From an optimization exercise on the open Yosys and OpenROAD flow, aimed at small area; shortcuts taken in it are not production practice.
In this exercise RTL edits were held to simulation tests only and were not proved equivalent to the original.
No activity file was given, so power comes from the tool's default toggle rates.

Design imem_loadable, start of the top module:
module imem_loadable #(
  parameter int ADDR_W     = 8,
  parameter int INST_BYTES = 4
) (
  input  logic                      clk,
  input  logic                      rst,
  input  logic [ADDR_W-1:0]         pc,
  input  logic                      fetch_req,
  input  logic                      stall,
  input  logic                      load_en,
  input  logic [ADDR_W-1:0]         load_addr,
  input  logic [7:0]                load_data,
  output logic                      ready,
  output logic [8*INST_BYTES-1:0]   inst,
  output logic                      inst_valid,
  output logic                      misaligned
);
Size: roughly 6300 cells after synthesis, roughly 2100 flip-flops, about 64 I/O pins, ~74000 um2 of cells after synthesis.
==> module imem_rot4, before the edit <==
module imem_rot4 (
  input  logic [3:0] a,
  input  logic [3:0] s,
  output logic       y
);
  assign y = |(a & s);
endmodule
==> module imem_loadable, before the edit <==
module imem_loadable #(
  parameter int ADDR_W     = 8,
  parameter int INST_BYTES = 4
) (
  input  logic                      clk,
  input  logic                      rst,
  input  logic [ADDR_W-1:0]         pc,
  input  logic                      fetch_req,
  input  logic                      stall,
  input  logic                      load_en,
  input  logic [ADDR_W-1:0]         load_addr,
  input  logic [7:0]                load_data,
  output logic                      ready,
  output logic [8*INST_BYTES-1:0]   inst,
  output logic                      inst_valid,
  output logic                      misaligned
);
  localparam int DEPTH = 1 << ADDR_W;
  localparam int IW    = 8 * INST_BYTES;
  localparam int BW    = (INST_BYTES > 4) ? 3 : (INST_BYTES > 2) ? 2 : (INST_BYTES > 1) ? 1 : 0;
  localparam int ROWS  = DEPTH / INST_BYTES;
  localparam int RW    = ADDR_W - BW;
  logic [ADDR_W-1:0]  clr_ptr_r;
  logic [8*DEPTH-1:0] mem_q;
  logic [8*DEPTH-1:0] mem_d;
  localparam int LW = ADDR_W / 2;
  localparam int HW = ADDR_W - LW;
  logic [DEPTH-1:0]   wr_s;
  logic [DEPTH-1:0]   hold_s;
  logic [7:0]         wd_s;
  logic [(1<<LW)-1:0] pa, pa_n;
  logic [(1<<HW)-1:0] pb, pb_n;
  assign wd_s = load_data & {8{ready}};
  always_comb begin
    for (int i = 0; i < (1 << LW); i++)
      pa[i] = ~ready | (load_en & (load_addr[LW-1:0] == LW'(i)));
    for (int j = 0; j < (1 << HW); j++)
      pb[j] = ~ready | (load_addr[ADDR_W-1:LW] == HW'(j));
  end
  assign pa_n = ~pa;
  assign pb_n = ~pb;
  for (genvar a = 0; a < DEPTH; a++) begin : g_row
    imem_row_ctl u_ctl (
      .pa(pa[a % (1 << LW)]), .pb(pb[a / (1 << LW)]),
      .pa_n(pa_n[a % (1 << LW)]), .pb_n(pb_n[a / (1 << LW)]),
      .hold(hold_s[a]), .wr(wr_s[a])
    );
  end
  for (genvar a = 0; a < 8 * DEPTH; a++) begin : g_bit
    imem_bit_next u_next (
      .q(mem_q[a]), .hold(hold_s[a/8]), .wd(wd_s[a%8]), .wr(wr_s[a/8]),
      .d(mem_d[a])
    );
  end
  always_ff @(posedge clk) mem_q <= mem_d;
  logic [RW-1:0] row0, row1;
  logic [BW-1:0] off;
  logic [8*INST_BYTES-1:0] bank_s;
  assign row0 = pc[ADDR_W-1:BW];
  assign row1 = row0 + RW'(1);
  assign off  = pc[BW-1:0];
  for (genvar b = 0; b < INST_BYTES; b++) begin : g_bank
    logic [RW-1:0]   r;
    logic [ROWS-1:0] sel;
    assign r = (BW'(b) < off) ? row1 : row0;
    localparam int SL = RW / 2;
    localparam int SH = RW - SL;
    logic [(1<<SL)-1:0] sa_n;
    logic [(1<<SH)-1:0] sb_n;
    always_comb begin
      for (int i = 0; i < (1 << SL); i++)
        sa_n[i] = rst | (r[SL-1:0] != SL'(i));
      for (int j = 0; j < (1 << SH); j++)
        sb_n[j] = (r[RW-1:SL] != SH'(j));
    end
    for (genvar j = 0; j < ROWS; j++) begin : g_sel
      imem_row_sel u_sel (
        .pa_n(sa_n[j % (1 << SL)]), .pb_n(sb_n[j / (1 << SL)]), .sel(sel[j])
      );
    end
    for (genvar i = 0; i < 8; i++) begin : g_col
      logic [ROWS-1:0] data;
      for (genvar j = 0; j < ROWS; j++) begin : g_row
        assign data[j] = mem_q[8*(j*INST_BYTES+b) + i];
      end
      imem_col_read #(.ROWS(ROWS)) u_read (
        .data(data), .sel(sel), .q(bank_s[8*b + i])
      );
    end
  end
  logic [IW-1:0] rd_word_s;
  for (genvar k = 0; k < INST_BYTES; k++) begin : g_rot
    logic [INST_BYTES-1:0] rs;
    always_comb begin
      for (int b = 0; b < INST_BYTES; b++)
        rs[b] = (BW'(32'(off) + k) == BW'(b));
    end
    for (genvar i = 0; i < 8; i++) begin : g_bit
      logic [INST_BYTES-1:0] a;
      for (genvar b = 0; b < INST_BYTES; b++) begin : g_b
        assign a[b] = bank_s[8*b + i];
      end
      imem_rot4 u_rot (.a(a), .s(rs), .y(rd_word_s[IW-1-8*k-7+i]));
    end
  end
  logic          inst_upd;
  logic [IW-1:0] inst_d;
  assign inst_upd = rst | (ready & ~stall & fetch_req);
  for (genvar i = 0; i < IW; i++) begin : g_inst
    imem_bit_next u_next (
      .q(inst[i]), .hold(~inst_upd), .wd(rd_word_s[i]), .wr(inst_upd),
      .d(inst_d[i])
    );
  end
  always_ff @(posedge clk) inst <= inst_d;
  always_ff @(posedge clk) begin
    if (rst) begin
      clr_ptr_r  <= {ADDR_W{1'b0}};
      ready      <= 1'b0;
      inst_valid <= 1'b0;
      misaligned <= 1'b0;
    end else if (!ready) begin
      clr_ptr_r <= clr_ptr_r + ADDR_W'(1);
      if (clr_ptr_r == {ADDR_W{1'b1}}) ready <= 1'b1;
    end else if (!stall) begin
      inst_valid <= fetch_req;
      misaligned <= fetch_req & (off != {BW{1'b0}});
    end
  end
endmodule
clock: 10.0 ns
lec_check: 0
cap_margin: 20
core_margin: 2
core_utilization: 65
cts_buf_list: sky130_fd_sc_hd__clkbuf_8 sky130_fd_sc_hd__clkbuf_16
cts_cluster_diameter: 80
cts_cluster_size: 30
slew_margin: 20
synth_hierarchical: 1
run.sh (not shown) runs the stock make flow with config.mk's settings and CLKGATE_MAP_FILE= SYNTH_SCRIPT=/design/flow/synth_recipe.tcl, a recipe that flattens the netlist after the stock synthesis.
Rerun with:
--- a/flow/design.v
+++ b/flow/design.v
@@ -47,15 +47,8 @@
   input  logic pa_n, pb_n,
   output logic sel
 );
   assign sel = ~(pa_n | pb_n);
-endmodule
-module imem_rot4 (
-  input  logic [3:0] a,
-  input  logic [3:0] s,
-  output logic       y
-);
-  assign y = |(a & s);
 endmodule
 module imem_loadable #(
   parameter int ADDR_W     = 8,
   parameter int INST_BYTES = 4
@@ -146,32 +139,15 @@
       );
     end
   end
   logic [IW-1:0] rd_word_s;
-  for (genvar k = 0; k < INST_BYTES; k++) begin : g_rot
-    logic [INST_BYTES-1:0] rs;
-    always_comb begin
-      for (int b = 0; b < INST_BYTES; b++)
-        rs[b] = (BW'(32'(off) + k) == BW'(b));
-    end
-    for (genvar i = 0; i < 8; i++) begin : g_bit
-      logic [INST_BYTES-1:0] a;
-      for (genvar b = 0; b < INST_BYTES; b++) begin : g_b
-        assign a[b] = bank_s[8*b + i];
-      end
-      imem_rot4 u_rot (.a(a), .s(rs), .y(rd_word_s[IW-1-8*k-7+i]));
-    end
+  always_comb begin
+    for (int k = 0; k < INST_BYTES; k++)
+      rd_word_s[IW-1-8*k -: 8] = bank_s[8*((32'(off) + k) % INST_BYTES) +: 8];
   end
-  logic          inst_upd;
-  logic [IW-1:0] inst_d;
-  assign inst_upd = rst | (ready & ~stall & fetch_req);
-  for (genvar i = 0; i < IW; i++) begin : g_inst
-    imem_bit_next u_next (
-      .q(inst[i]), .hold(~inst_upd), .wd(rd_word_s[i]), .wr(inst_upd),
-      .d(inst_d[i])
-    );
+  always_ff @(posedge clk) begin
+    if (rst || (ready && !stall && fetch_req)) inst <= rd_word_s;
   end
-  always_ff @(posedge clk) inst <= inst_d;
   always_ff @(posedge clk) begin
     if (rst) begin
       clr_ptr_r  <= {ADDR_W{1'b0}};
       ready      <= 1'b0;
What happened:
- total power went down by 0.33%
- clock-buffer cell count shrinks by 2
- worst hold slack got worse by 9.2 ps
- first-iteration DRC count went down by 9.3%
- combinational power goes up by 12%
- setup slack got worse by 160 ps
- via count is lower by 1.3%
- global-route usage rises by 0.15 points
- clock skew is about the same
- final area hardly moves
- wire length hardly moves

==> static timing again, ports no longer ideal <==
Ports are ideal in the flow. The routed layouts listed here were re-timed in OpenROAD. Step 1 sets driving cells, clkbuf_16 on the clock port and buf_2 on the other inputs (assumed; they add their load-dependent delay and slew). Step 2, shift: input delay + t, output delay - t, t = (earliest + latest rising clock arrival at the registers) / 2. This alone moves slack from input paths to output paths. Three values: ideal ports, drivers, drivers and shift; two values: the first two.
| run | t (ns) | setup slack, ns | hold WS [ns] | worst setup path after step 2 |
|---|---|---|---|---|
| the first run | 0.804 | 2.969 / 2.861 / 2.057 | 0.495 / 0.495 / 0.495 | input to register |
| the second run | 0.800 | 2.806 / 2.810 / 2.010 | 0.486 / 0.486 / 0.486 | input to register |
After both steps setup and hold are still met in every run listed. The setup slack of the first run, which loses most, moves by -0.108 ns with the drivers and by -0.912 ns with both steps.
